This design comes from an exercise in tuning for small area and a short achievable clock period on the open sky130 flow, not from production work. Only simulation tests tie the RTL to the original design; equivalence was not proved. Power and IR drop assume default switching activity.

**config.mk**
```make
export PLATFORM = sky130hd
export DESIGN_NAME = sharedMemSys
export DESIGN_NICKNAME = sharedMemSys
export VERILOG_FILES = /design/flow/design.v
export SDC_FILE = /design/flow/constraint.sdc
export NUM_CORES = 4
export LEC_CHECK = 0
export CAP_MARGIN = 20
export CORE_MARGIN = 2
export CORE_UTILIZATION = 50
export CTS_CLUSTER_DIAMETER = 100
export CTS_CLUSTER_SIZE = 30
export SETUP_SLACK_MARGIN = 1.9
export SLEW_MARGIN = 20
export SYNTH_HIERARCHICAL = 1
export TNS_END_PERCENT = 10
```
**constraint.sdc**
```tcl
create_clock -name core_clock -period 4.0 [get_ports {clk}]
set_input_delay 0.8000 -clock core_clock [delete_from_list [all_inputs] [get_ports {clk}]]
set_output_delay 0.8000 -clock core_clock [all_outputs]
set_load 0.01 [all_outputs]
```
**design.v**
```verilog
package memArbPkg;
  localparam int nMasters   = 4;   
  localparam int sliceLen   = 4;   
  localparam int addrW      = 6;   
  localparam int dataW      = 16;
  localparam int queueDepth = 4;   
  typedef logic [addrW-1:0]    addr_t;      
  typedef logic [dataW-1:0]    data_t;      
  typedef logic [nMasters-1:0] grant_t;     
  typedef logic [1:0]          slotCnt_t;   
  typedef enum logic [2:0] {
    idle = 3'd0,
    own0 = 3'd1,
    own1 = 3'd2,
    own2 = 3'd3,
    own3 = 3'd4
  } arbState_e;
endpackage
`timescale 1ns/1ps
module cmdQueueMaster (
  input  logic             clk,
  input  logic             rst,
  input  logic             cmdValid,
  input  logic             cmdWrite,
  input  memArbPkg::addr_t cmdAddr,
  input  memArbPkg::data_t cmdData,
  input  logic             pop,         
  input  logic             nextPop,     
  output logic             cmdFull,
  output logic             nextReq,     
  output logic             nextWrite,   
  output memArbPkg::addr_t nextAddr,
  output memArbPkg::data_t nextData
);
  localparam int CW = 1 + memArbPkg::addrW + memArbPkg::dataW;   
  logic [CW-1:0] q [4];
  logic [1:0]    wrPtr;
  logic [3:0]    rdOne;     
  logic [4:0]    level;     
  logic [4:0]    src;       
  logic          push;
  logic [3:0]    rdOneNext;
  logic [4:0]    levelNext;
  logic          bypassNext;
  logic [CW-1:0] head;
  assign cmdFull = level[4];
  assign push    = cmdValid && !level[4];
  assign nextReq = !src[4] || push;
  always_ff @(posedge clk) begin
    if (push) begin
      q[wrPtr] <= {cmdWrite, cmdAddr, cmdData};
    end
  end
  always_comb begin
    rdOneNext = pop ? {rdOne[2:0], rdOne[3]} : rdOne;
    case ({push, pop})
      2'b10:   levelNext = {level[3:0], 1'b0};
      2'b01:   levelNext = {1'b0, level[4:1]};
      default: levelNext = level;
    endcase
    bypassNext = levelNext[0] || (levelNext[1] && nextPop);
  end
  always_ff @(posedge clk or negedge rst) begin
    if (!rst) begin
      wrPtr <= '0;
      rdOne <= 4'b0001;
      level <= 5'b00001;
      src   <= 5'b10000;
    end else begin
      if (push) wrPtr <= wrPtr + 2'd1;
      rdOne <= rdOneNext;
      level <= levelNext;
      for (int k = 0; k < 4; k++) begin
        src[k] <= !bypassNext && (nextPop ? rdOneNext[(k + 3) % 4] : rdOneNext[k]);
      end
      src[4] <= bypassNext;
    end
  end
  always_comb begin
    head = {cmdWrite, cmdAddr, cmdData} & {CW{src[4]}};
    for (int k = 0; k < 4; k++) begin
      head = head | (q[k] & {CW{src[k]}});
    end
  end
  assign {nextWrite, nextAddr, nextData} = head;
endmodule
`timescale 1ns/1ps
module sliceArbiter (
  input  logic                           clk,
  input  logic                           rst,
  input  logic [memArbPkg::nMasters-1:0] nextReq,    
  output memArbPkg::grant_t              gnt,        
  output memArbPkg::grant_t              gntAhead    
);
  memArbPkg::slotCnt_t cntAhead;   
  memArbPkg::grant_t   pick;
  logic                idle;
  logic                sliceEnd;
  assign idle     = (gntAhead == '0);
  assign sliceEnd = (cntAhead == 2'd3);
  always_comb begin
    pick = gntAhead;
    if (idle) begin
      casez (nextReq)
        4'b???1: pick = 4'b0001;
        4'b??10: pick = 4'b0010;
        4'b?100: pick = 4'b0100;
        4'b1000: pick = 4'b1000;
        default: pick = 4'b0000;
      endcase
    end else if (sliceEnd) begin
      pick = '0;
      for (int o = 0; o < 4; o++) begin
        if (gntAhead[o]) begin
          for (int k = 3; k >= 0; k--) begin
            if (nextReq[(o + 1 + k) % 4]) pick = 4'(1 << ((o + 1 + k) % 4));
          end
        end
      end
    end
  end
  always_ff @(posedge clk or negedge rst) begin
    if (!rst) begin
      gnt      <= '0;
      gntAhead <= '0;
      cntAhead <= '0;
    end else begin
      gnt      <= gntAhead;
      gntAhead <= pick;
      cntAhead <= (idle || sliceEnd) ? 2'd0 : cntAhead + 2'd1;
    end
  end
endmodule
`timescale 1ns/1ps
module sharedRam (
  input  logic                           clk,
  input  logic                           rst,
  input  logic [memArbPkg::nMasters-1:0] issPop,     
  input  logic                           issWrite,   
  input  logic                           issWe,      
  input  logic                           issWeDup,   
  input  logic [7:0]                     issHi,      
  input  logic [7:0]                     issLo,      
  input  memArbPkg::data_t               issData,
  output logic [memArbPkg::nMasters-1:0] rdValid,
  output memArbPkg::data_t               rdData
);
  localparam int NW = 2**memArbPkg::addrW;
  localparam int DW = memArbPkg::dataW;
  logic                  phase;     
  logic [NW-1:0][DW-1:0] mem;       
  logic [NW-1:0]         wordSel;
  logic [NW-1:0]         wordWe;
  logic [NW-1:0]         wordHold;
  logic [DW-1:0]         wrBits;
  logic [DW-1:0]         rdWord;    
  always_ff @(posedge clk or negedge rst) begin
    if (!rst) begin
      phase <= 1'b0;
    end else begin
      phase <= !phase;
    end
  end
  for (genvar w = 0; w < NW; w++) begin : gWord
    ramAnd2  uSel  (.a(issHi[w/8]), .b(issLo[w%8]), .y(wordSel[w]));
    ramAnd3  uWe   (.a(issHi[w/8]), .b(issLo[w%8]), .c(issWe), .y(wordWe[w]));
    ramNand3 uHold (.a(issHi[w/8]), .b(issLo[w%8]), .c(issWeDup), .y(wordHold[w]));
  end
  assign wrBits = issData ^ {DW{phase}};
  always_ff @(posedge clk) begin
    for (int w = 0; w < NW; w++) begin
      mem[w] <= ~((mem[w] | {DW{wordWe[w]}}) & ({DW{wordHold[w]}} | wrBits));
    end
  end
  for (genvar b = 0; b < DW; b++) begin : gRead
    logic [NW/2-1:0] pairN;   
    logic [NW/8-1:0] oct;     
    logic [NW/16-1:0] hexN;   
    for (genvar k = 0; k < NW/2; k++) begin : gPair
      ramAoi22 u (.a0(mem[2*k][b]), .s0(wordSel[2*k]), .a1(mem[2*k+1][b]), .s1(wordSel[2*k+1]),
                  .y(pairN[k]));
    end
    for (genvar k = 0; k < NW/8; k++) begin : gOct
      ramNand4 u (.a(pairN[4*k]), .b(pairN[4*k+1]), .c(pairN[4*k+2]), .d(pairN[4*k+3]), .y(oct[k]));
    end
    for (genvar k = 0; k < NW/16; k++) begin : gHex
      ramNor2 u (.a(oct[2*k]), .b(oct[2*k+1]), .y(hexN[k]));
    end
    ramNand4 uAll (.a(hexN[0]), .b(hexN[1]), .c(hexN[2]), .d(hexN[3]), .y(rdWord[b]));
  end
  always_ff @(posedge clk) begin
    rdData <= rdWord ^ {DW{phase}};
  end
  always_ff @(posedge clk or negedge rst) begin
    if (!rst) begin
      rdValid <= '0;
    end else begin
      rdValid <= issPop & {memArbPkg::nMasters{!issWrite}};
    end
  end
endmodule
module ramAnd2 (input logic a, input logic b, output logic y);
  assign y = a & b;
endmodule
module ramAnd3 (input logic a, input logic b, input logic c, output logic y);
  assign y = a & b & c;
endmodule
module ramNand3 (input logic a, input logic b, input logic c, output logic y);
  assign y = !(a & b & c);
endmodule
module ramAoi22 (input logic a0, input logic s0, input logic a1, input logic s1, output logic y);
  assign y = !((a0 & s0) | (a1 & s1));
endmodule
module ramNand4 (input logic a, input logic b, input logic c, input logic d, output logic y);
  assign y = !(a & b & c & d);
endmodule
module ramNor2 (input logic a, input logic b, output logic y);
  assign y = !(a | b);
endmodule
`timescale 1ns/1ps
module sharedMemSys (
  input  logic                           clk,
  input  logic                           rst,
  input  logic [memArbPkg::nMasters-1:0] cmdValid,
  input  logic [memArbPkg::nMasters-1:0] cmdWrite,
  input  logic [memArbPkg::nMasters*memArbPkg::addrW-1:0] cmdAddr,   
  input  logic [memArbPkg::nMasters*memArbPkg::dataW-1:0] cmdData,   
  output logic [memArbPkg::nMasters-1:0] cmdFull,
  output logic [memArbPkg::nMasters-1:0] rdValid,
  output memArbPkg::data_t               rdData,
  output memArbPkg::grant_t              gnt
);
  localparam int NM = memArbPkg::nMasters;
  localparam int AW = memArbPkg::addrW;
  localparam int DW = memArbPkg::dataW;
  logic [NM-1:0]     nextReq;
  logic [NM-1:0]     nextWrite;
  logic [NM*AW-1:0]  nextAddr;
  logic [NM*DW-1:0]  nextData;
  memArbPkg::grant_t nextGnt;   
  logic [NM-1:0]     nextPop;   
  logic [NM-1:0]    issPop;     
  logic             issWrite;
  logic             issWe;
  logic             issWeDup;
  logic [7:0]       issHi;
  logic [7:0]       issLo;
  memArbPkg::data_t issData;
  for (genvar i = 0; i < NM; i++) begin : gMaster
    cmdQueueMaster queueMaster (
      .clk       (clk),
      .rst       (rst),
      .cmdValid  (cmdValid[i]),
      .cmdWrite  (cmdWrite[i]),
      .cmdAddr   (cmdAddr[i*AW +: AW]),
      .cmdData   (cmdData[i*DW +: DW]),
      .pop       (issPop[i]),
      .nextPop   (nextPop[i]),
      .cmdFull   (cmdFull[i]),
      .nextReq   (nextReq[i]),
      .nextWrite (nextWrite[i]),
      .nextAddr  (nextAddr[i*AW +: AW]),
      .nextData  (nextData[i*DW +: DW])
    );
  end
  sliceArbiter arbiter (
    .clk      (clk),
    .rst      (rst),
    .nextReq  (nextReq),
    .gnt      (gnt),
    .gntAhead (nextGnt)
  );
  logic             selWrite;
  memArbPkg::addr_t selAddr;
  memArbPkg::data_t selData;
  always_comb begin
    selWrite = 1'b0;
    selAddr  = '0;
    selData  = '0;
    for (int i = 0; i < NM; i++) begin
      selWrite = selWrite | (nextWrite[i] & nextGnt[i]);
      selAddr  = selAddr | (nextAddr[i*AW +: AW] & {AW{nextGnt[i]}});
      selData  = selData | (nextData[i*DW +: DW] & {DW{nextGnt[i]}});
    end
  end
  assign nextPop = nextGnt & nextReq;
  always_ff @(posedge clk or negedge rst) begin
    if (!rst) begin
      issPop   <= '0;
      issWe    <= 1'b0;
      issWeDup <= 1'b0;
    end else begin
      issPop   <= nextPop;
      issWe    <= (|nextPop) && selWrite;
      issWeDup <= |(nextPop & nextWrite);   
    end
  end
  always_ff @(posedge clk) begin
    issWrite <= selWrite;
    for (int k = 0; k < 8; k++) begin
      issHi[k] <= (selAddr[5:3] == 3'(k));
      issLo[k] <= (selAddr[2:0] == 3'(k));
    end
    issData <= selData;
  end
  sharedRam ram (
    .clk      (clk),
    .rst      (rst),
    .issPop   (issPop),
    .issWrite (issWrite),
    .issWe    (issWe),
    .issWeDup (issWeDup),
    .issHi    (issHi),
    .issLo    (issLo),
    .issData  (issData),
    .rdValid  (rdValid),
    .rdData   (rdData)
  );
endmodule
```
**flow/run.sh**
```bash
#!/bin/bash
# standard layout, with port buffers of a plain buffer cell instead of the
# delay-type buffer buffer_ports picks on its own
set -euo pipefail
bash standard.sh "BUFFER_PORTS_ARGS=-buffer_cell sky130_fd_sc_hd__buf_2" finish > make_finish.log 2>&1
```
**standard.sh**
```bash
#!/bin/bash
# synth_recipe.tcl (not shown) runs the flow's synth.tcl, then flattens the netlist and writes it again
# the make line also repeats each setting of config.mk as NAME=value (left out here)
make -C /OpenROAD-flow-scripts/flow DESIGN_CONFIG=/design/flow/config.mk WORK_HOME=/design/flow/orfs CLKGATE_MAP_FILE= SYNTH_SCRIPT=/design/flow/synth_recipe.tcl "${@:-finish}"
```
==> out/results.txt, run 1 <==
Crit Path Category: reg -> reg
Via density: 6.698
WP data arrival: 2.79 ns
Chip Height: 340.4 um
RSZ-0062 raised after global routing: true
Worst setup margin: 1.802 ns
Mean Syn Cell Area: 12.52 um^2
R2R Path Start: gMaster[0].queueMaster.src[4]
Leak: 21.41 nW
DRC viols: 0
Number of global-route vias before repair: 37,760
Nets: 4,571
Initial Utilization: 50.36%
Clock skew: 0.02479 ns
Placed cells: 5,829
Crit path to: issHi[5]
Max Freq: 455.0 MHz
Die span in x: 340.4 um
Worst IR drop on VDD: 0.0004761 V
Post-Syn Area: 56,580 um^2
Core Area: 112,300 um^2
R2R setup slack: 1.80 ns
Slew of the pin with the lowest slew margin: 0.9810 ns
Pre-CTS WS: 0.9197 ns
Clock latency on the worst-skew pair: 0.72 ns
First-pass GRT wire length: 251.9 mm
Fin util: 54.07%
Layout area overhead: 7.359%
Reg2reg end: issHi[5]
Max-slew headroom: 34.55%
Top Ports: 126
CTS sink count: 1,526
Final hold slack: 0.1034 ns
Pwr Density: 649.8 nW/um^2
CTS tree: built
Critical Path Fanout Max: 7
Setup TNS: 0 ns
Crit path time final: 2.198 ns
Total wire length: 170.3 mm
GRT overflow: 0
Mapped Nets: 4,643
Endpoint class of the critical path: flip-flop
Drt pass-1 iters: 6
Final Power: 39.47 mW
Final setup violating endpoints: 0
Crit. Startpoint: gMaster[0].queueMaster.src[4]
GPL Wtd Cong: 0.8392
Number of synthesized register bits: 1,526
Hold Vio Cnt, Final: 0
CTS Hold Bufs: 0
Post-Syn Instances: 4,520
Clk Tree Root Cell: clkbuf_16
Ys flop type: dfxtp_1
Num CTS Buffers: 57
Synth cell types: 58
H-tree level count: 2
Slew Limit Fails: 0
Reg clk slew, reported paths: 0.12 ns
CP Launch Type: flip-flop
Synth top area share: 37.96%
1st-iter DRT viols: 4,090
Row count: 123
Post-DR wirelength/cell: 28.48 um
PortBufs: 125
Full die area: 115,900 um^2
Final instance area: 60,750 um^2
Post-DP HPWL: 106.4 mm
Fill count: 9,655
Hold/Removal Path Class: in -> async
Vias: 40,050
Post-synth EDFFs: 368
Reg2Reg Depth: 5
Final Cycle Share: 54.95%
Share of cells above drive strength 1: 24.23%
Largest net degree at the start of global routing: 65
DP Area: 57,930 um^2
Max cap viols: 0
Initial antenna violation count: 17
Most common cell after layout, fill and taps aside: dfxtp_1
Seq/Total Area, Yosys: 61.28%
Async SR Flop Fraction: 5.570%
Synth area leaders: dfxtp_1 (38%), edfxtp_1 (20%), o22ai_1 (11%), a22oi_2 (11%), dfrtp_1 (3.2%)
CTS Buffer Depth: 3
Outcome: finished clean
Synth Warn #: 10
GRT Overall Usage: 28.31%
Layout Cells excl Fill: 5,980
Most frequent cells in the layout: dfxtp_1 (1,059), o22ai_1 (1,025), a22oi_2 (518), edfxtp_1 (368), nand4_1 (145)
CP required: 4.59 ns
Synth area leader: dfxtp_1
Antenna Nets Post-Route: 0
Yosys cell counts, drive strengths merged, types with 6 or more instances:
cell type,instances
dfstp,12
a22oi,654
and3,65
nor2,71
a222oi,92
nor3,10
o22ai,1025
inv,22
dfrtp,73
o21ai,20
buf,240
mux2,17
a21oi,19
xor2,32
a221oi,6
ha,25
edfxtp,368
nand4,145
nand2,147
clkbuf,175
nand3,66
and2,86
o211ai,17
nand2b,21
dfxtp,1073
flip-flops by register name (all words and copies together) (netlist names), 4 cells and up:
| register | cells |
|---|---|
| ram.rdValid | 4 |
| ram.mem | 1024 |
| gMaster.queueMaster.rdOne | 16 |
| gMaster.queueMaster.src | 20 |
| arbiter.gnt | 4 |
| issHi | 8 |
| issData | 16 |
| issPop | 4 |
| arbiter.gntAhead | 4 |
| gMaster.queueMaster.q | 368 |
| gMaster.queueMaster.level | 20 |
| issLo | 8 |
| ram.rdData | 16 |
| gMaster.queueMaster.wrPtr | 8 |
repair_timing:
action,CTS,global route
cloned,1,2
pin swaps,24,37
setup buffers,22,35
resized for setup,197,78
setup endpoints to repair,914,728
cells by family (layout without fill, tap and decap cells):
group,after synthesis,after routing,synth area share [%]
other cells,0,7,0
simple gates,627,627,5.849
mux,17,17,0.3383
compound gates,1852,1852,27.27
fa+ha+maj,25,25,0.5528
buf+inv,437,389,3.797
flops,1526,1526,61.28
xor+xnor,36,37,0.9155
per-module statistics from Yosys, one instance, submodules excluded, a selection:
module / flops+latches / cells
cmdQueueMaster: 108 / 240
ramAnd3: 0 / 1
ramAoi22: 0 / 1
ramNand3: 0 / 1
ramNand4: 0 / 1
ramNor2: 0 / 1
sharedMemSys: 39 / 145
sharedRam: 1045 / 2462
sliceArbiter: 10 / 41
where the power goes:
part / leakage [nW] / internal [mW] / switching, mW
clock network: 0.785 / 2.79 / 4.73
registers: 13.5 / 19.0 / 2.30
logic: 7.16 / 3.65 / 6.97
total: 21.4 / 25.5 / 14.0
worst max-delay path: stages, from the launching register on:
cell	delay [ns]
dfstp_4	0.52
a222oi_1	0.35
nand2_1	0.14
a22o_4	0.29
a221o_2	0.37
nor3_4	0.39
layer usage:
metal / track usage (%) / part of all wire [%] / up-vias / wire length, um
li1: - / - / 17950 / -
met1: 40.26 / 44 / 20360 / 74410
met2: 44.92 / 47 / 1474 / 79260
met3: 3.563 / 6.3 / 254 / 10780
met4: 9.325 / 3.4 / 12 / 5769
met5: 0 / 0.040 / - / 68
area by class of cell:
class	instances	area, um^2	share of cell area [%]
flip-flops and latches	1526	34760	57.22
inverters	22	82.58	0.1359
diodes	7	17.52	0.02884
repair buffers	283	2062	3.394
well taps	1500	1877	3.090
clock inverters	5	47.55	0.07827
clock buffers	79	1572	2.587
multi-input cells	2558	20330	33.46
worst min path at each step:
stage	startpoint	end	slack (ns)	cells past startpoint
global placement	arbiter.cntAhead[0]	arbiter.cntAhead[0]	0.43	1
CTS	rst	gMaster[0].queueMaster.rdOne[2]	0.1	1
detailed placement	arbiter.cntAhead[0]	arbiter.cntAhead[0]	0.43	1
global route	rst	gMaster[0].queueMaster.rdOne[2]	0.15	1
finish	rst	gMaster[0].queueMaster.rdOne[2]	0.10	1
floorplan	arbiter.cntAhead[0]	arbiter.cntAhead[0]	0.41	1
==> run 2, diff against run 1 <==
--- a/design.v
+++ b/design.v
@@ -173,15 +173,14 @@
     end
   end
   for (genvar b = 0; b < DW; b++) begin : gRead
-    logic [NW/2-1:0] pairN;   
-    logic [NW/8-1:0] oct;     
+    logic [NW/8-1:0]  oct;    
     logic [NW/16-1:0] hexN;   
-    for (genvar k = 0; k < NW/2; k++) begin : gPair
-      ramAoi22 u (.a0(mem[2*k][b]), .s0(wordSel[2*k]), .a1(mem[2*k+1][b]), .s1(wordSel[2*k+1]),
-                  .y(pairN[k]));
-    end
     for (genvar k = 0; k < NW/8; k++) begin : gOct
-      ramNand4 u (.a(pairN[4*k]), .b(pairN[4*k+1]), .c(pairN[4*k+2]), .d(pairN[4*k+3]), .y(oct[k]));
+      logic [7:0] bits;
+      for (genvar j = 0; j < 8; j++) begin : gBit
+        assign bits[j] = mem[8*k+j][b];
+      end
+      ramOr8 u (.a(bits), .s(wordSel[8*k +: 8]), .y(oct[k]));
     end
     for (genvar k = 0; k < NW/16; k++) begin : gHex
       ramNor2 u (.a(oct[2*k]), .b(oct[2*k+1]), .y(hexN[k]));
@@ -208,8 +207,14 @@
 module ramNand3 (input logic a, input logic b, input logic c, output logic y);
   assign y = !(a & b & c);
 endmodule
-module ramAoi22 (input logic a0, input logic s0, input logic a1, input logic s1, output logic y);
-  assign y = !((a0 & s0) | (a1 & s1));
+module ramOr8 (input logic [7:0] a, input logic [7:0] s, output logic y);
+  logic [3:0] pairN;   
+  always_comb begin
+    for (int k = 0; k < 4; k++) begin
+      pairN[k] = !((a[2*k] & s[2*k]) | (a[2*k+1] & s[2*k+1]));
+    end
+  end
+  assign y = !(&pairN);
 endmodule
 module ramNand4 (input logic a, input logic b, input logic c, input logic d, output logic y);
   assign y = !(a & b & c & d);
--- a/config.mk
+++ b/config.mk
@@ -8,8 +8,8 @@
 export CAP_MARGIN = 20
 export CORE_MARGIN = 2
 export CORE_UTILIZATION = 50
-export CTS_CLUSTER_DIAMETER = 100
-export CTS_CLUSTER_SIZE = 30
+export CTS_CLUSTER_DIAMETER = 60
+export CTS_CLUSTER_SIZE = 24
 export SETUP_SLACK_MARGIN = 1.9
 export SLEW_MARGIN = 20
 export SYNTH_HIERARCHICAL = 1
==> run 2 against run 1 <==
Effect of this change:
- still clean
- cell area shrank 0.30%
- global-route usage rose by 0.78 points
- clock power up 62%
- total power up 11%
- core utilization rose by 2.5 points
- area after synthesis down 4.5%
- synthesized cell count unchanged
- worst setup slack got worse by 0.21 ns
- clock-buffer cell count rose by 46
- critical path type unchanged
- critical endpoint is now issHi[3]
- largest power group unchanged
==> out/results.txt, run 2 <==
Synth top cells by count: dfxtp_1 (1,073), o22ai_1 (1,025), a22oi_1 (654)
Synth area leaders: dfxtp_1 (40%), edfxtp_1 (20%), o22ai_1 (12%), a22oi_1 (9.1%), dfrtp_1 (3.4%)
Pwr Density: 722.6 nW/um^2
Ys flop type: dfxtp_1
Synth area leader: dfxtp_1
Post-Synth Adder-Cell Area: 0.5791%
CTS Buffer Depth: 3
Final Cycle Share: 60.10%
Endpoint class of the critical path: flip-flop
Clock skew: 0.04194 ns
CTS Hold Bufs: 0
RSZ-0062 raised after global routing: true
Synth Warn #: 11
Drt pass-1 iters: 8
CTS tree: built
Mapped Nets: 4,643
Synth top area share: 39.76%
Via density: 6.764
Worst IR drop on VDD: 0.0005447 V
Max Freq: 416.0 MHz
Nets: 4,581
Full die area: 110,700 um^2
Seq/Total Area, Yosys: 64.19%
Critical Path Slowest Stage Cell: dfrtp_1
Synth cell types: 57
Hold/Removal Path Class: in -> async
Final Power: 43.76 mW
Critical Path Fanout Max: 23
Layout area overhead: 12.12%
Antenna Nets Post-Route: 0
Outcome: finished clean
Initial antenna violation count: 20
H-tree level count: 3
CTS sink count: 1,526
Reg2reg end: issHi[3]
Core Area: 107,100 um^2
Clk Tree Root Cell: clkbuf_16
Num CTS Buffers: 112
GRT Overall Usage: 29.09%
Number of synthesized register bits: 1,526
CP required: 4.57 ns
Post-Syn Instances: 4,520
Largest net degree at the start of global routing: 65
Most frequent cells in the layout: dfxtp_1 (1,053), o22ai_1 (1,025), a22oi_1 (590), edfxtp_1 (368), nand4_1 (145)
PortBufs: 125
Hold Vio Cnt, Final: 0
Max reg flops: 1,024
Mux share of post-synthesis cell area: 0.3544%
GPL Wtd Cong: 0.9062
R2R setup slack: 1.60 ns
Slew of the pin with the lowest slew margin: 1.032 ns
Chip Height: 332.7 um
Number of global-route vias before repair: 37,460
Vias: 40,330
Top Ports: 126
Max cap viols: 0
First-pass GRT wire length: 247.0 mm
DRC viols: 0
Total wire length: 167.5 mm
Crit Path Category: reg -> reg
Setup TNS: 0 ns
Crit-path cells: a22oi_1 -> nand2_1 -> a22o_1 -> a221o_2 -> buf_4 -> nor3_4
Post-synth EDFFs: 368
Leak: 21.98 nW
Post-DR wirelength/cell: 28.09 um
Xor and xnor fraction of the mapped netlist area: 0.9589%
Clock latency on the worst-skew pair: 0.74 ns
Reg2Reg Depth: 6
Die span in x: 332.7 um
Main combinational cell family by area after synthesis: compound AO/OA/AOI/OAI gates
Simple-gate area share of the yosys netlist: 6.126%
Share of cells above drive strength 1: 16.27%
Slowest Stage Delay on Critical Path: 0.74 ns
Largest Register: ram.mem
Row count: 120
Most common cell after layout, fill and taps aside: dfxtp_1
Async SR Flop Fraction: 5.570%
Reg clk slew, reported paths: 0.09 ns
Post-Syn Area: 54,020 um^2
Crit path time final: 2.404 ns
Initial Utilization: 50.46%
GRT overflow: 0
Largest registers: ram.mem (1024), gMaster.queueMaster.q (368)
Max-slew headroom: 31.19%
1st-iter DRT viols: 4,809
WP data arrival: 2.97 ns
Post-DP HPWL: 104.5 mm
R2R Path Start: gMaster[3].queueMaster.src[1]
Mean Syn Cell Area: 11.95 um^2
Most frequent cell after synthesis: dfxtp_1
Synth Area in Compound Gates: 23.82%
CP Launch Type: flip-flop
Slew Limit Fails: 0
Final setup violating endpoints: 0
## run 2: changes by cell type after synthesis
cell | before | now
a22oi_1 | 142 | 654
a22oi_2 | 512 | 0
## run 2: worst max path at each step
stage,start,to,depth (start not counted)
after floorplan,cmdAddr[5],issHi[4],5
after global placement,cmdAddr[5],issHi[2],6
after detailed placement,cmdAddr[5],issHi[3],6
after CTS,gMaster[0].queueMaster.src[2],issHi[2],6
after global routing,gMaster[0].queueMaster.src[2],issHi[2],6
final,gMaster[3].queueMaster.src[1],issHi[3],6
## run 2: routing by layer
layer | vias up | part of all wire [%] | track usage (%) | wire length [um]
met4 | 20 | 4.0 | 10.13 | 6774
li1 | 18090 | - | - | -
met1 | 20220 | 43 | 41.20 | 71860
met5 | - | 0.075 | 0 | 126
met2 | 1721 | 46 | 45.19 | 76580
met3 | 289 | 7.3 | 4.903 | 12170
## run 2: timing repair
item	CTS	global route
endpoints found under the setup margin	1061	616
resized for setup	238	108
pin swaps	47	32
buffers inserted	22	20
gates cloned	1	2
## run 2: cells by family after synthesis
family          after synthesis
compound gates             1852
xor+xnor                     36
fa+ha+maj                    25
buf+inv                     437
flops                      1526
mux                          17
simple gates                627
## run 2: stage by stage
step                      cell area (um^2)  util (%)  hold slack (ns)  std cells  worst slack [ns]
after floorplan                      54020         -           0.4076       4520             1.993
after global placement               55050     51.42           0.4268       5702            0.6225
after detailed placement             55050     51.42           0.4263       5702            0.8116
after CTS                            59970     56.02           0.1737       5934             1.664
after global routing                 60560     56.57           0.2131       5960             1.521
final                                60560     56.57           0.1674       5963             1.596
## run 2: final cells by class
type / instances / area (um^2)
antenna: 7 / 17.52
clock buffer: 125 / 3028
clock inverter: 84 / 979.7
fill: 8982 / 46490
inverter: 22 / 82.58
multi-input combinational: 2558 / 18070
sequential: 1526 / 34790
tap: 1403 / 1755
timing repair buffer: 238 / 1847
## run 2: power by group
| group | switching, mW | internal (mW) |
|---|---|---|
| clock | 6.22 | 5.96 |
| combinational | 6.80 | 3.46 |
| sequential | 2.28 | 19.0 |
## run 2: Yosys stat by module, one instance, submodules excluded
module	cell area [um^2]	cells inside
cmdQueueMaster	4069	240
ramAnd2	6.256	1
ramOr8	36.28	5
ramNor2	3.754	1
ramNand4	6.256	1
sharedRam	29680	2462
sliceArbiter	471.7	41
ramAnd3	6.256	1
sharedMemSys	1485	145
ramNand3	5.005	1
## run 2: critical path, delay by kind of cell, from the launching register on
| family | cells | cell delay (ns) |
|---|---|---|
| buf+inv | 1 | 0.16 |
| simple gates | 2 | 0.41 |
| compound gates | 3 | 0.92 |
| flops | 1 | 0.74 |
==> run 3, diff against run 2 <==
--- a/design.v
+++ b/design.v
@@ -161,10 +161,16 @@
       phase <= !phase;
     end
   end
+  logic [7:0] rowWe;
+  logic [7:0] rowWeDup;
+  for (genvar h = 0; h < 8; h++) begin : gRow
+    ramAnd2 uWe  (.a(issHi[h]), .b(issWe), .y(rowWe[h]));
+    ramAnd2 uDup (.a(issHi[h]), .b(issWeDup), .y(rowWeDup[h]));
+  end
   for (genvar w = 0; w < NW; w++) begin : gWord
     ramAnd2  uSel  (.a(issHi[w/8]), .b(issLo[w%8]), .y(wordSel[w]));
-    ramAnd3  uWe   (.a(issHi[w/8]), .b(issLo[w%8]), .c(issWe), .y(wordWe[w]));
-    ramNand3 uHold (.a(issHi[w/8]), .b(issLo[w%8]), .c(issWeDup), .y(wordHold[w]));
+    ramAnd2  uWe   (.a(rowWe[w/8]), .b(issLo[w%8]), .y(wordWe[w]));
+    ramNand2 uHold (.a(rowWeDup[w/8]), .b(issLo[w%8]), .y(wordHold[w]));
   end
   assign wrBits = issData ^ {DW{phase}};
   always_ff @(posedge clk) begin
@@ -201,11 +207,8 @@
 module ramAnd2 (input logic a, input logic b, output logic y);
   assign y = a & b;
 endmodule
-module ramAnd3 (input logic a, input logic b, input logic c, output logic y);
-  assign y = a & b & c;
-endmodule
-module ramNand3 (input logic a, input logic b, input logic c, output logic y);
-  assign y = !(a & b & c);
+module ramNand2 (input logic a, input logic b, output logic y);
+  assign y = !(a & b);
 endmodule
 module ramOr8 (input logic [7:0] a, input logic [7:0] s, output logic y);
   logic [3:0] pairN;   
@@ -275,19 +278,25 @@
     .gnt      (gnt),
     .gntAhead (nextGnt)
   );
+  localparam int CW = 1 + AW + DW;   
   logic             selWrite;
   memArbPkg::addr_t selAddr;
   memArbPkg::data_t selData;
-  always_comb begin
-    selWrite = 1'b0;
-    selAddr  = '0;
-    selData  = '0;
-    for (int i = 0; i < NM; i++) begin
-      selWrite = selWrite | (nextWrite[i] & nextGnt[i]);
-      selAddr  = selAddr | (nextAddr[i*AW +: AW] & {AW{nextGnt[i]}});
-      selData  = selData | (nextData[i*DW +: DW] & {DW{nextGnt[i]}});
+  logic [CW-1:0]    sel;
+  for (genvar c = 0; c < CW; c++) begin : gSel
+    logic [NM-1:0] bits;
+    for (genvar i = 0; i < NM; i++) begin : gBit
+      if (c == CW - 1) begin : gW
+        assign bits[i] = nextWrite[i];
+      end else if (c >= DW) begin : gA
+        assign bits[i] = nextAddr[i*AW + c - DW];
+      end else begin : gD
+        assign bits[i] = nextData[i*DW + c];
+      end
     end
+    issSel4 u (.a(bits), .g(nextGnt), .y(sel[c]));
   end
+  assign {selWrite, selAddr, selData} = sel;
   assign nextPop = nextGnt & nextReq;
   always_ff @(posedge clk or negedge rst) begin
     if (!rst) begin
@@ -322,3 +331,6 @@
     .rdData   (rdData)
   );
 endmodule
+module issSel4 (input logic [3:0] a, input logic [3:0] g, output logic y);
+  assign y = !(!((a[0] & g[0]) | (a[1] & g[1])) & !((a[2] & g[2]) | (a[3] & g[3])));
+endmodule
==> run 3 against run 2 <==
Effect of this change:
- fmax rose by 11%
- critical endpoint is now ram.rdData[15]
- die area barely moved
- still clean on timing, DRC and antenna
- register-to-register slack improved by 0.23 ns
==> out/results.txt, run 3 <==
Antenna Nets Post-Route: 0
Max reg flops: 1,024
Most common cell after layout, fill and taps aside: dfxtp_1
GRT Overall Usage: 28.26%
CTS sink count: 1,526
Synth Area in Compound Gates: 23.78%
Initial Utilization: 50.42%
DP Area: 54,930 um^2
GRT overflow: 0
PortBufs: 125
Simple-gate area share of the yosys netlist: 6.214%
Slowest Stage Delay on Critical Path: 0.43 ns
CTS Buffer Depth: 3
Share of cells above drive strength 1: 14.60%
Post-DP HPWL: 101.6 mm
Fill count: 9,051
Crit path time final: 2.170 ns
Layout area overhead: 10.89%
Post-Syn Area: 53,980 um^2
Clock skew: 0.03426 ns
Drt pass-1 iters: 9
Largest net degree at the start of global routing: 72
Synth Warn #: 11
Total wire length: 162.4 mm
Leak: 21.59 nW
Slew Limit Fails: 0
First-pass GRT wire length: 241.5 mm
Row count: 120
Slew of the pin with the lowest slew margin: 1.012 ns
CTS tree: built
Final instance area: 59,860 um^2
Post-Syn Instances: 4,528
Number of synthesized register bits: 1,526
Largest registers: ram.mem (1024), gMaster.queueMaster.q (368)
Worst IR drop on VDD: 0.0004987 V
Hold Vio Cnt, Final: 0
CP most frequent cell: nand4_1
GPL Wtd Cong: 0.8693
Chip Height: 332.6 um
Synth top area share: 39.79%
Reg2Reg Depth: 7
Mapped Nets: 4,651
CP required: 4.60 ns
Hold/Removal Path Class: in -> async
H-tree level count: 3
Mux share of post-synthesis cell area: 0.3546%
Largest Register: ram.mem
Crit-path cells: buf_4 -> and2_4 -> a22oi_1 -> nand4_1 -> nor2_2 -> nand4_1 -> xor2_1
Vias: 39,880
Crit Path Category: reg -> reg
CP Launch Type: flip-flop
WP data arrival: 2.77 ns
Most frequent cell after synthesis: dfxtp_1
R2R Path Start: issLo[1]
Seq/Total Area, Yosys: 64.23%
Max cap viols: 0
Initial antenna violation count: 22
Post-DR wirelength/cell: 27.30 um
Top Ports: 126
Pwr Density: 710.4 nW/um^2
CTS Hold Bufs: 0
Top delay family on crit path: simple AND/OR/NAND/NOR gates
Endpoint class of the critical path: flip-flop
Reg clk slew, reported paths: 0.08 ns
Core Area: 107,100 um^2
Max Freq: 460.8 MHz
Max-slew headroom: 32.52%
1st-iter DRT viols: 4,955
Synth area leaders: dfxtp_1 (40%), edfxtp_1 (20%), o22ai_1 (12%), a22oi_1 (9.2%), dfrtp_1 (3.4%)
Reg2reg end: ram.rdData[15]
Synth area leader: dfxtp_1
Xor and xnor fraction of the mapped netlist area: 0.9596%
Final setup violating endpoints: 0
Placed cells: 5,710
Async SR Flop Fraction: 5.570%
Outcome: finished clean
Die span in x: 332.6 um
Clock latency on the worst-skew pair: 0.73 ns
Most frequent cells in the layout: dfxtp_1 (1,059), o22ai_1 (1,025), a22oi_1 (610), edfxtp_1 (368), nand2_1 (206)
Critical Path Slowest Stage Cell: dfxtp_2
Synth top cells by count: dfxtp_1 (1,073), o22ai_1 (1,025), a22oi_1 (658)
Critical Path Fanout Max: 16
Synth cell types: 55
Mean Syn Cell Area: 11.92 um^2
Main combinational cell family by area after synthesis: compound AO/OA/AOI/OAI gates
R2R setup slack: 1.83 ns
Full die area: 110,600 um^2
Setup TNS: 0 ns
Post-Synth Adder-Cell Area: 0.5795%
DRC viols: 0
Number of global-route vias before repair: 37,560
Num CTS Buffers: 113
Buffer and inverter count on the worst path: 1
Final Cycle Share: 54.25%
RSZ-0062 raised after global routing: true
Via density: 6.704
Nets: 4,568
Clk Tree Root Cell: clkbuf_16
Post-synth EDFFs: 368
Ys flop type: dfxtp_1
Layout Cells excl Fill: 5,949
[run 3: changes by cell type after synthesis, sizes merged, moves of 3 or more]
cell / change
nor3b: +3
a22oi: +4
nor3: -7
nand3: -62
and3: -63
nand2: +67
and2: +79
buf: -8
nor2: +3
[run 3: repair_timing]
item                       CTS  global route
pin swaps                   18            26
setup endpoints to repair  988           789
gates resized for setup    189            75
hold endpoints to repair     0             0
buffers inserted            13             7
cloned                       0             3
[run 3: cells by family (layout without fill, tap and decap cells)]
kind of cell	Yosys count	in the layout
adder cells (fa/ha/maj)	25	25
buffers and inverters	427	437
AND/OR/NAND/NOR	647	649
AO/OA/AOI/OAI	1850	1850
flip-flops	1526	1526
multiplexers	17	17
XOR/XNOR	36	37
other	0	5
[run 3: cell type report]
type	count	area, um^2	share of cell area (%)
antenna	5	12.51	0.02090
clock buffer	119	2924	4.885
clock inverter	92	1076	1.798
inverter	22	82.58	0.1380
multi-input combinational	2578	17930	29.95
sequential	1526	34730	58.02
tap	1403	1755	2.933
timing repair buffer	204	1351	2.257
[run 3: how the worst max path moves through the flow]
stage	start	endpoint	slack [ns]	cells past startpoint
after floorplan	cmdValid[0]	gMaster[0].queueMaster.q[0][0]	2.01	3
after global placement	issLo[3]	ram.rdData[3]	1.23	6
after detailed placement	issLo[3]	ram.rdData[12]	1.18	6
after CTS	ram.rdData[14]	rdData[14]	1.77	1
after global routing	gMaster[0].queueMaster.src[4]	arbiter.gntAhead[1]	1.80	5
final	issLo[1]	ram.rdData[15]	1.83	7
[run 3: per-stage QoR]
step | power (mW) | hold slack (ns) | utilization, % | worst slack [ns]
after floorplan | 26.54 | 0.4076 | - | 2.012
after global placement | 29.97 | 0.4271 | 51.31 | 1.225
after detailed placement | 30.14 | 0.4307 | 51.31 | 1.182
after CTS | 42.45 | 0.2123 | 55.63 | 1.771
after global routing | 44.16 | 0.2736 | 55.92 | 1.801
final | 42.52 | 0.2115 | 55.92 | 1.830
[run 3: power breakdown]
part           total, mW  leakage, nW  switching (mW)  internal [mW]
clock               12.2         1.94            6.25           5.96
combinational       9.29         6.18            6.09           3.20
sequential          21.0         13.5            2.03           19.0
[run 3: Yosys stat by module (local to each module, per instance)]
module          area [um^2]  times used
sharedRam             29680           1
cmdQueueMaster         4069           4
sharedMemSys          994.7           1
sliceArbiter          471.7           1
ramOr8                36.28         128
issSel4               18.77          23
ramAnd2               6.256         144
ramNand4              6.256          16
ramNand2              3.754          64
ramNor2               3.754          64
[run 3: metal layers]
layer  GRT usage, %  up-vias  share of wire (%)  routed length [um]
li1               -    17960                  -                   -
met1          40.12    19870                 43               69580
met2          43.91     1722                 46               74980
met3          4.565      304                7.5               12110
met4          9.826       28                3.4                5567
met5              0        -               0.12                 189
==> run 4, diff against run 3 <==
--- a/config.mk
+++ b/config.mk
@@ -7,9 +7,9 @@
 export LEC_CHECK = 0
 export CAP_MARGIN = 20
 export CORE_MARGIN = 2
-export CORE_UTILIZATION = 50
-export CTS_CLUSTER_DIAMETER = 60
-export CTS_CLUSTER_SIZE = 24
+export CORE_UTILIZATION = 60
+export CTS_CLUSTER_DIAMETER = 70
+export CTS_CLUSTER_SIZE = 30
 export SETUP_SLACK_MARGIN = 1.9
 export SLEW_MARGIN = 20
 export SYNTH_HIERARCHICAL = 1
==> run 4 against run 3 <==
Effect of this change:
- core utilization up 8.7 points
- area after synthesis unchanged
- die area down 16%
- via count down 1.2%
- cell area down 3.3%
- sequential power about the same
- critical endpoint is now ram.mem[525]
- largest power group unchanged
- clock power down 26%
- register-to-register slack worse by 0.03 ns
- sequential cell count unchanged
- critical path depth down 3
- largest cell class unchanged
- highest routed layer unchanged
==> out/results.txt, run 4 <==
Initial Utilization: 60.25%
Synth area leaders: dfxtp_1 (40%), edfxtp_1 (20%), o22ai_1 (12%), a22oi_1 (9.2%), dfrtp_1 (3.4%)
Synth area leader: dfxtp_1
CP Launch Type: flip-flop
Number of synthesized register bits: 1,526
Outcome: finished clean
Most frequent cells in the layout: dfxtp_1 (1,065), o22ai_1 (1,025), a22oi_1 (623), edfxtp_1 (368), nand2_1 (208)
Seq/Total Area, Yosys: 64.23%
Max-slew headroom: 31.58%
Max reg flops: 1,024
Final setup violating endpoints: 0
Top Ports: 126
Synth top cells by count: dfxtp_1 (1,073), o22ai_1 (1,025), a22oi_1 (658)
R2R Path Start: ram.phase
Post-synth EDFFs: 368
Pwr Density: 679.8 nW/um^2
Largest net degree at the start of global routing: 66
DRC viols: 0
Leak: 20.79 nW
Max cap viols: 0
Reg clk slew, reported paths: 0.11 ns
Initial antenna violation count: 19
Hold Vio Cnt, Final: 0
Most common cell after layout, fill and taps aside: dfxtp_1
Num CTS Buffers: 70
Crit path time final: 2.195 ns
Antenna Nets Post-Route: 0
CTS Buffer Depth: 3
Most frequent cell after synthesis: dfxtp_1
Layout area overhead: 7.185%
GPL Wtd Cong: 0.8938
Top delay family on crit path: XOR/XNOR gates
Crit-path cells: buf_12 -> xor2_4 -> buf_12 -> o22ai_1
Crit Path Category: reg -> reg
WP data arrival: 2.72 ns
Final instance area: 57,860 um^2
Reg2Reg Depth: 4
Core Area: 89,600 um^2
Post-DP HPWL: 98.35 mm
Max Freq: 455.6 MHz
Buffer and inverter count on the worst path: 2
R2R setup slack: 1.80 ns
Post-Syn Area: 53,980 um^2
Critical Path Slowest Stage Cell: xor2_4
Final Cycle Share: 54.88%
Total wire length: 157.1 mm
Mapped Nets: 4,651
GRT Overall Usage: 32.99%
Post-DR wirelength/cell: 27.90 um
Largest Register: ram.mem
FF/Latch Area: 34,730 um^2
Critical Path Fanout Max: 43
CTS sink count: 1,526
Chip Height: 303.9 um
Synth Warn #: 11
H-tree level count: 3
Drt pass-1 iters: 9
DP Area: 54,650 um^2
Reg2reg end: ram.mem[525]
Largest registers: ram.mem (1024), gMaster.queueMaster.q (368)
Die span in x: 303.9 um
Endpoint class of the critical path: flip-flop
Synth cell types: 55
Row count: 110
Ys flop type: dfxtp_1
Share of cells above drive strength 1: 12.45%
Full die area: 92,380 um^2
CP required: 4.52 ns
First-pass GRT wire length: 235.3 mm
Worst IR drop on VDD: 0.0004521 V
CTS tree: built
GRT overflow: 0
Number of global-route vias before repair: 36,630
CP most frequent cell: buf_12
Async SR Flop Fraction: 5.570%
Nets: 4,525
Clock skew: 0.02583 ns
Mean Syn Cell Area: 11.92 um^2
1st-iter DRT viols: 4,741
Fill count: 7,030
Post-Syn Instances: 4,528
Multi-input logic area: 17,820 um^2
Setup TNS: 0 ns
Clock latency on the worst-skew pair: 0.67 ns
Slew Limit Fails: 0
Slowest Stage Delay on Critical Path: 0.73 ns
PortBufs: 125
Clk Tree Root Cell: clkbuf_16
Slew of the pin with the lowest slew margin: 1.026 ns
Via density: 6.994
RSZ-0062 raised after global routing: true
Hold/Removal Path Class: in -> async
Synth top area share: 39.79%
Vias: 39,400
run 4: cell counts after synthesis:
No cell type changed its count.
run 4: repair_timing:
item / in CTS / in global routing
resized for setup: 182 / 61
endpoints found under the hold margin: 0 / 0
cloned: 1 / 0
hold buffers: 0 / 0
setup endpoints to repair: 962 / 699
buffers inserted: 7 / 13
pin swaps: 20 / 9
run 4: final cells by class:
type                       count  area share, %
sequential                  1526          60.02
clock buffer                  81          3.287
inverter                      22         0.1427
timing repair buffer         206          2.275
tap                         1176          2.543
multi-input combinational   2576          30.80
antenna                        6        0.02595
clock inverter                40         0.9018
run 4: power breakdown:
group / internal, mW / total [mW] / switching [mW]
combinational: 3.16 / 9.32 / 6.16
clock: 3.99 / 9.07 / 5.08
sequential: 19.0 / 20.9 / 1.96
total: 26.1 / 39.3 / 13.2
run 4: metal layers:
| layer | vias up | routed length [um] | track usage (%) |
|---|---|---|---|
| met5 | - | 126 | 0 |
| met4 | 20 | 6307 | 12.76 |
| met3 | 266 | 11670 | 5.279 |
| met2 | 1604 | 72260 | 51.34 |
| met1 | 19720 | 66770 | 46.63 |
| li1 | 17790 | - | - |
run 4: through the flow:
stage	utilization [%]	worst slack, ns	std cells	power [mW]	hold slack, ns
global route	64.57	1.747	5631	40.87	0.2685
global placement	61.00	1.159	5485	29.89	0.4240
CTS	64.27	1.797	5614	39.26	0.2169
detailed placement	61.00	1.153	5485	30.10	0.4326
finish	64.58	1.805	5633	39.33	0.2049
floorplan	-	2.012	4528	26.54	0.4076
run 4: worst reg2reg max path, cell delays in order, from the launching register on:
cell and delay, ns:
dfrtp_4 0.59, buf_12 0.19, xor2_4 0.73, buf_12 0.31, o22ai_1 0.24
run 4: logic make-up (layout without fill, tap and decap cells):
kind of cell | Yosys count | in the layout | share of synthesized area (%)
AO/OA/AOI/OAI | 1850 | 1850 | 23.78
XOR/XNOR | 36 | 37 | 0.9596
adder cells (fa/ha/maj) | 25 | 25 | 0.5795
buffers and inverters | 427 | 349 | 3.882
flip-flops | 1526 | 1526 | 64.23
multiplexers | 17 | 17 | 0.3546
other | 0 | 6 | 0
AND/OR/NAND/NOR | 647 | 647 | 6.214
run 4: worst max path at each step:
stage                     cells past startpoint                        endpoint           from  slack (ns)
final                                         4                    ram.mem[525]      ram.phase        1.80
after global routing                          5                     ram.mem[62]      ram.phase        1.75
after floorplan                               3  gMaster[0].queueMaster.q[0][0]    cmdValid[0]        2.01
after CTS                                     1                       rdData[1]  ram.rdData[1]        1.80
after global placement                        6                   ram.rdData[1]       issLo[0]        1.16
after detailed placement                      6                   ram.rdData[1]       issLo[0]        1.15
run 4: modules after synthesis (local to each module, per instance):
module	flops+latches	cells inside
ramNand2	0	1
ramAnd2	0	1
ramOr8	0	5
sharedMemSys	39	68
ramNand4	0	1
issSel4	0	3
sharedRam	1045	2462
cmdQueueMaster	108	240
ramNor2	0	1
sliceArbiter	10	41
==> run 5, diff against run 4 <==
--- a/design.v
+++ b/design.v
@@ -138,7 +138,6 @@
   input  logic [memArbPkg::nMasters-1:0] issPop,     
   input  logic                           issWrite,   
   input  logic                           issWe,      
-  input  logic                           issWeDup,   
   input  logic [7:0]                     issHi,      
   input  logic [7:0]                     issLo,      
   input  memArbPkg::data_t               issData,
@@ -162,15 +161,13 @@
     end
   end
   logic [7:0] rowWe;
-  logic [7:0] rowWeDup;
   for (genvar h = 0; h < 8; h++) begin : gRow
     ramAnd2 uWe  (.a(issHi[h]), .b(issWe), .y(rowWe[h]));
-    ramAnd2 uDup (.a(issHi[h]), .b(issWeDup), .y(rowWeDup[h]));
   end
   for (genvar w = 0; w < NW; w++) begin : gWord
     ramAnd2  uSel  (.a(issHi[w/8]), .b(issLo[w%8]), .y(wordSel[w]));
     ramAnd2  uWe   (.a(rowWe[w/8]), .b(issLo[w%8]), .y(wordWe[w]));
-    ramNand2 uHold (.a(rowWeDup[w/8]), .b(issLo[w%8]), .y(wordHold[w]));
+    ramNand2 uHold (.a(rowWe[w/8]), .b(issLo[w%8]), .y(wordHold[w]));
   end
   assign wrBits = issData ^ {DW{phase}};
   always_ff @(posedge clk) begin
@@ -250,7 +247,6 @@
   logic [NM-1:0]    issPop;     
   logic             issWrite;
   logic             issWe;
-  logic             issWeDup;
   logic [7:0]       issHi;
   logic [7:0]       issLo;
   memArbPkg::data_t issData;
@@ -302,11 +298,9 @@
     if (!rst) begin
       issPop   <= '0;
       issWe    <= 1'b0;
-      issWeDup <= 1'b0;
     end else begin
       issPop   <= nextPop;
-      issWe    <= (|nextPop) && selWrite;
-      issWeDup <= |(nextPop & nextWrite);   
+      issWe    <= |(nextPop & nextWrite);
     end
   end
   always_ff @(posedge clk) begin
@@ -323,7 +317,6 @@
     .issPop   (issPop),
     .issWrite (issWrite),
     .issWe    (issWe),
-    .issWeDup (issWeDup),
     .issHi    (issHi),
     .issLo    (issLo),
     .issData  (issData),
==> run 5 against run 4 <==
Effect of this change:
- still clean on timing, DRC and antenna
- clock-buffer cell count up 9
- largest power group unchanged
- die area down 0.15%
- core utilization up 0.54 points
- fmax down 0.37%
- cell area down 0.24%
- area after synthesis down 0.16%
- critical path depth up 3
- largest cell class unchanged
- critical path type unchanged
==> out/results.txt, run 5 <==
M2 GR Usage: 49.36%
Initial antenna violation count: 18
Full die area: 92,240 um^2
Global route hottest layer: met2
Chip Height: 303.7 um
Antenna Nets Post-Route: 0
Top Ports: 126
1st-iter DRT viols: 4,590
Clk Tree Root Cell: clkbuf_16
Grt met1 use: 45.89%
CP required: 4.54 ns
Leak: 20.72 nW
Post-Syn Area: 53,900 um^2
Share of cells above drive strength 1: 12.93%
Mean Syn Cell Area: 11.93 um^2
Crit-path cells: buf_4 -> and2_2 -> a22oi_1 -> nand4_1 -> nor2_2 -> nand4_1 -> xor2_1
Row count: 109
Hold Vio Cnt, Final: 0
Final Power: 39.36 mW
Post-DR wirelength/cell: 27.19 um
First-pass GRT wire length: 229.4 mm
Pwr Density: 681.9 nW/um^2
CTS Hold Bufs: 0
Number of synthesized register bits: 1,525
R2R Path Start: issLo[5]
Largest registers: ram.mem (1024), gMaster.queueMaster.q (368)
Slew Limit Fails: 0
Max cap viols: 0
Clock latency on the worst-skew pair: 0.66 ns
Critical Path Slowest Stage Cell: dfxtp_2
Total wire length: 152.3 mm
Mapped Nets: 4,640
Hold/Removal Path Class: in -> async
Slowest Stage Delay on Critical Path: 0.43 ns
Synth area leader: dfxtp_1
Drt pass-1 iters: 7
Setup TNS: 0 ns
Layout area overhead: 7.095%
Post-Syn Instances: 4,517
Fill count: 6,975
H-tree level count: 3
GRT Overall Usage: 31.84%
Die span in x: 303.7 um
Outcome: finished clean
Synth Warn #: 11
Most common cell after layout, fill and taps aside: dfxtp_1
Ys flop type: dfxtp_1
CP Launch Type: flip-flop
CTS sink count: 1,525
Clock skew: 0.03399 ns
Slew of the pin with the lowest slew margin: 1.008 ns
WP data arrival: 2.74 ns
Final Cycle Share: 55.08%
Fin util: 65.11%
CTS Buffer Depth: 3
Most frequent cells in the layout: dfxtp_1 (1,066), o22ai_1 (1,025), a22oi_1 (622), edfxtp_1 (368), nand2_1 (198)
Nets: 4,503
Max reg flops: 1,024
Post-synth EDFFs: 368
DRC viols: 0
Synth area leaders: dfxtp_1 (40%), edfxtp_1 (21%), o22ai_1 (12%), a22oi_1 (9.2%), dfrtp_1 (3.3%)
Num CTS Buffers: 69
Crit Path Category: reg -> reg
Met3 usage: 4.767%
Vias: 39,060
CTS tree: built
Max-slew headroom: 32.83%
Reg clk slew, reported paths: 0.11 ns
Number of global-route vias before repair: 36,860
Most frequent cell after synthesis: dfxtp_1
Core Area: 88,650 um^2
Synth cell types: 54
CP most frequent cell: nand4_1
GPL Wtd Cong: 0.9078
Initial Utilization: 60.80%
Final setup violating endpoints: 0
Worst IR drop on VDD: 0.0005559 V
Crit path time final: 2.203 ns
Async SR Flop Fraction: 5.508%
Critical Path Fanout Max: 16
Max Freq: 453.9 MHz
GRT overflow: 0
Synth top area share: 39.86%
Post-DP HPWL: 95.04 mm
Crit. Startpoint: issLo[5]
Via density: 6.971
Seq/Total Area, Yosys: 64.29%
Reg2Reg Depth: 7
Endpoint class of the critical path: flip-flop
Final hold slack: 0.1953 ns
RSZ-0062 raised after global routing: true
Synth top cells by count: dfxtp_1 (1,073), o22ai_1 (1,025), a22oi_1 (658)
R2R setup slack: 1.80 ns
PortBufs: 125
Reg2reg end: ram.rdData[13]
Largest net degree at the start of global routing: 65
Largest Register: ram.mem
==> run 5: logic make-up after synthesis <==
family                     share of synthesized area (%)
xor gates and xnor gates                          0.9611
buffers and inverters                              3.888
adders and majority gates                         0.5804
muxes                                             0.3552
and+or+nand+nor                                    6.136
AOI/OAI and AO/OA                                  23.79
DFF                                                64.29
==> run 5: worst max path at each step <==
| stage | to | cells after the start | slack [ns] |
|---|---|---|---|
| 2_1_floorplan | gMaster[0].queueMaster.q[0][0] | 3 | 2.01 |
| 3_3_place_gp | issLo[6] | 6 | 1.43 |
| 3_5_place_dp | issLo[6] | 6 | 1.44 |
| 4_1_cts | issHi[6] | 5 | 1.80 |
| 5_1_grt | ram.mem[834] | 3 | 1.70 |
| 6_report | ram.rdData[13] | 7 | 1.80 |
==> run 5: routing by layer <==
metal  vias to the layer above  share of wire, %
li1                      17720                 -
met1                     19410                43
met2                      1654                46
met3                       260               7.7
met4                        20               3.5
met5                         -             0.087
==> run 5: cell type report <==
class	count	area, um^2	share of cell area (%)
diodes	7	17.52	0.03035
clock buffers	90	1956	3.388
clock inverters	32	467.9	0.8107
inverters	22	82.58	0.1431
multi-input cells	2567	17770	30.79
flip-flops and latches	1525	34690	60.09
well taps	1165	1458	2.525
repair buffers	195	1280	2.218
==> run 5: where the power goes <==
group | switching, mW | internal [mW]
clock | 5.13 | 3.94
combinational | 6.30 | 3.16
sequential | 1.84 | 19.0
total | 13.3 | 26.1
==> run 5: through the flow <==
| stage | setup WS [ns] | cell area, um^2 | instances |
|---|---|---|---|
| 5_1_grt | 1.700 | 57710 | 5600 |
| 2_1_floorplan | 2.012 | 53900 | 4517 |
| 3_3_place_gp | 1.434 | 54590 | 5465 |
| 4_1_cts | 1.797 | 57550 | 5594 |
| 6_report | 1.797 | 57720 | 5603 |
| 3_5_place_dp | 1.436 | 54590 | 5465 |
==> run 5: critical path, delay by kind of cell, from the launching register on <==
family / cells / cell delay [ns]
AO/OA/AOI/OAI: 1 / 0.42
XOR/XNOR: 1 / 0.16
buffers and inverters: 1 / 0.25
flip-flops: 1 / 0.43
AND/OR/NAND/NOR: 4 / 0.82
==> run 5: Yosys stat by module, one instance, submodules excluded <==
| module | area (um^2) | cells | times used | flip-flops and latches |
|---|---|---|---|---|
| cmdQueueMaster | 4069 | 240 | 4 | 108 |
| issSel4 | 18.77 | 3 | 23 | 0 |
| ramAnd2 | 6.256 | 1 | 136 | 0 |
| sharedMemSys | 960.9 | 65 | 1 | 38 |
| ramNand4 | 6.256 | 1 | 16 | 0 |
| sliceArbiter | 471.7 | 41 | 1 | 10 |
| ramNor2 | 3.754 | 1 | 64 | 0 |
| sharedRam | 29680 | 2462 | 1 | 1045 |
| ramOr8 | 36.28 | 5 | 128 | 0 |
| ramNand2 | 3.754 | 1 | 64 | 0 |
==> run 5: timing repair <==
action                     in CTS  in global routing
gates cloned                    2                  0
setup buffers                   5                  2
setup endpoints to repair    1058               1044
pin swaps                      26                  6
resized for setup             198                 48
==> run 6, diff against run 5 <==
--- a/config.mk
+++ b/config.mk
@@ -7,7 +7,7 @@
 export LEC_CHECK = 0
 export CAP_MARGIN = 20
 export CORE_MARGIN = 2
-export CORE_UTILIZATION = 60
+export CORE_UTILIZATION = 70
 export CTS_CLUSTER_DIAMETER = 70
 export CTS_CLUSTER_SIZE = 30
 export SETUP_SLACK_MARGIN = 1.9
==> run 6 against run 5 <==
Effect of this change:
- still clean on timing, DRC and antenna
- cell count decreased by 2.8%
- clock skew decreased by 0.0097 ns
- global-route usage increased by 5.9 points
- critical path depth decreased by 1
==> out/results.txt, run 6 <==
Outcome: finished clean
Clk pwr share: 20.2%
Async SR Flop Fraction: 5.508%
M2 GR Usage: 56.90%
Mean Syn Cell Area: 11.93 um^2
Antenna Nets Post-Route: 0
Sw frac: 34.11%
Number of global-route vias before repair: 37,210
Clock latency on the worst-skew pair: 0.69 ns
Crit path time final: 2.277 ns
Critical Path Slowest Stage Cell: dfxtp_1
Most frequent cell after synthesis: dfxtp_1
Max Freq: 439.2 MHz
Sw Pwr: 13.09 mW
Chip Height: 281.5 um
Mapped Nets: 4,640
Core Area: 76,080 um^2
Initial Utilization: 70.85%
Internal: 25.29 mW
Top Ports: 126
Post-DP HPWL: 96.29 mm
CTS tree: built
Vias: 40,500
Synth Warn #: 11
Reg clk slew, reported paths: 0.11 ns
Synth top area share: 39.86%
Critical Path Fanout Max: 16
Combinational Power Share: 24.5%
CTS sink count: 1,525
Post-DR wirelength/cell: 28.31 um
Global route hottest layer: met2
Worst setup margin: 1.723 ns
GRT Overall Usage: 37.77%
CP required: 4.57 ns
Layout area overhead: 5.678%
Synth area leader: dfxtp_1
Crit. Startpoint: issHi[2]
Reg2Reg Depth: 6
Synth area leaders: dfxtp_1 (40%), edfxtp_1 (21%), o22ai_1 (12%), a22oi_1 (9.2%), dfrtp_1 (3.3%)
Endpoint class of the critical path: flip-flop
Clk Tree Root Cell: clkbuf_16
Initial antenna violation count: 12
Synth cell types: 54
Post-Syn Area: 53,900 um^2
Ys flop type: dfxtp_1
Post-Syn Instances: 4,517
Pwr Density: 673.8 nW/um^2
Full die area: 79,230 um^2
Crit-path cells: and2_2 -> a22oi_1 -> nand4_1 -> nor2_2 -> nand4_1 -> xor2_1
Worst IR drop on VDD: 0.0004982 V
RSZ-0062 raised after global routing: true
Max reg flops: 1,024
Final hold slack: 0.1466 ns
Slowest Stage Delay on Critical Path: 0.48 ns
Final Power: 38.38 mW
Max-slew headroom: 22.92%
CTS Buffer Depth: 3
Largest Register: ram.mem
Total wire length: 154.1 mm
WP data arrival: 2.85 ns
Leak: 20.40 nW
H-tree level count: 2
Crit Path Category: reg -> reg
Pre-CTS WS: 1.243 ns
Row count: 101
Nets: 4,493
GPL Wtd Cong: 0.9242
Post-synth EDFFs: 368
Drt pass-1 iters: 6
Met3 usage: 7.184%
Final setup violating endpoints: 0
Most common cell after layout, fill and taps aside: dfxtp_1
First-pass GRT wire length: 229.8 mm
Slew Limit Fails: 0
Number of synthesized register bits: 1,525
Num CTS Buffers: 59
GRT overflow: 0
Grt met1 use: 53.73%
Setup TNS: 0 ns
Slew of the pin with the lowest slew margin: 1.156 ns
R2R Path Start: issHi[2]
Hold Vio Cnt, Final: 0
Largest net degree at the start of global routing: 65
Final Cycle Share: 56.92%
Hold/Removal Path Class: in -> async
Most frequent cells in the layout: dfxtp_1 (1,064), o22ai_1 (1,025), a22oi_1 (626), edfxtp_1 (368), nand2_1 (205)
Synth top cells by count: dfxtp_1 (1,073), o22ai_1 (1,025), a22oi_1 (658)
DRC viols: 0
Register share of total power: 55.3%
Clock skew: 0.02428 ns
CP Launch Type: flip-flop
Fin util: 74.87%
Via density: 7.438
CP most frequent cell: nand4_1
1st-iter DRT viols: 6,035
Die span in x: 281.5 um
Largest registers: ram.mem (1024), gMaster.queueMaster.q (368)
PortBufs: 125
Max cap viols: 0
Share of cells above drive strength 1: 12.05%
Seq/Total Area, Yosys: 64.29%
## run 6: cell counts after synthesis
Identical to the previous run, type by type.
## run 6: what timing repair did
action                     4_1_cts  5_1_grt
resized for setup              168       67
setup endpoints to repair     1085     1092
cloned                           2        1
hold buffers                     0        0
pin swaps                       18       11
buffers inserted                 9        6
## run 6: cell families after synthesis
logic type / Yosys count / synth area share (%)
buffers and inverters: 427 / 3.888
and+or+nand+nor: 638 / 6.136
adders and majority gates: 25 / 0.5804
DFF: 1525 / 64.29
AOI/OAI and AO/OA: 1849 / 23.79
xor gates and xnor gates: 36 / 0.9611
muxes: 17 / 0.3552
## run 6: metal layers
layer | share of wire [%] | vias to the layer above
met3 | 11 | 359
met4 | 4.6 | 8
met2 | 45 | 2514
li1 | - | 17680
met1 | 39 | 19940
met5 | 0.030 | -
## run 6: worst paths after layout
kind                                                         to  slack [ns]
worst max-delay path                             ram.rdData[10]        1.72
worst min-delay path            gMaster[3].queueMaster.rdOne[1]        0.15
worst max register to register                   ram.rdData[10]        1.72
worst min register to register                     ram.mem[356]        0.45
max in group asynchronous       gMaster[0].queueMaster.level[0]        3.03
min in group core_clock         gMaster[0].queueMaster.q[2][20]        0.34
## run 6: worst max-delay path: cells and delay by family (launching register included)
family / cells / cell delay, ns
AND/OR/NAND/NOR: 4 / 1.13
XOR/XNOR: 1 / 0.16
AO/OA/AOI/OAI: 1 / 0.38
flip-flops: 1 / 0.48
## run 6: area by class of cell
cell class | instances | area, um^2
Multi-Input combinational cell | 2568 | 17760
Inverter | 22 | 82.58
Clock buffer | 81 | 1655
Fill cell | 5205 | 19120
Sequential cell | 1525 | 34720
Clock inverter | 16 | 180.2
Antenna cell | 9 | 22.52
Tap cell | 1030 | 1289
Timing Repair Buffer | 194 | 1245
## run 6: modules after synthesis (local to each module, per instance)
module	cells	times used	cell area [um^2]
ramNand2	1	64	3.754
ramOr8	5	128	36.28
sharedMemSys	65	1	960.9
cmdQueueMaster	240	4	4069
sharedRam	2462	1	29680
sliceArbiter	41	1	471.7
ramNand4	1	16	6.256
ramNor2	1	64	3.754
ramAnd2	1	136	6.256
issSel4	3	23	18.77
## run 6: per-stage QoR
step	cells	instance area [um^2]
floorplan	4517	53900
global placement	5321	54330
detailed placement	5321	54330
CTS	5429	56700
global route	5443	56950
finish	5445	56960
## run 6: power groups by stage
| stage | sequential (mW) | clock (mW) | combinational (mW) |
|---|---|---|---|
| final | 21.2 | 7.75 | 9.41 |
| after global routing | 21.5 | 8.29 | 9.86 |
| after CTS | 21.1 | 7.78 | 9.02 |
| after detailed placement | 21.4 | 0 | 8.74 |
| after global placement | 21.3 | 0 | 8.50 |
| after floorplan | 20.6 | 0 | 5.89 |

[separate check: timing with driven ports]
Ports are ideal in the flow. The routed layouts listed here were re-timed in OpenROAD. Step 1 assumes that a clkbuf_16 drives the clock port and a buf_2 every other input. Step 2 times the ports against the registers' clock, not the clock port: input delays grow and output delays shrink by t, the midpoint of the rising clock arrivals with the driver on. a / b / c = ideal ports / drivers / drivers and shift; a / b = the first two.
run | shift t [ns] | slack for setup (ns) | clock arrival spread, ns | cell pins on the clock port's net
run 1 | 0.793 | 1.802 / 1.756 / 1.371 | 0.032 / 0.032 | 1
run 2 | 0.784 | 1.596 / 1.596 / 1.189 | 0.047 / 0.046 | 1
run 3 | 0.788 | 1.830 / 1.779 / 1.601 | 0.035 / 0.036 | 1
run 4 | 0.726 | 1.805 / 1.742 / 1.568 | 0.027 / 0.027 | 1
run 5 | 0.721 | 1.797 / 1.797 / 1.589 | 0.039 / 0.040 | 1
run 6 | 0.756 | 1.723 / 1.723 / 1.538 | 0.026 / 0.026 | 1
After both steps setup and hold are still met in every run listed. For run 1, which loses most, drivers alone change the setup slack by -0.046 ns; drivers and shift together by -0.431 ns.
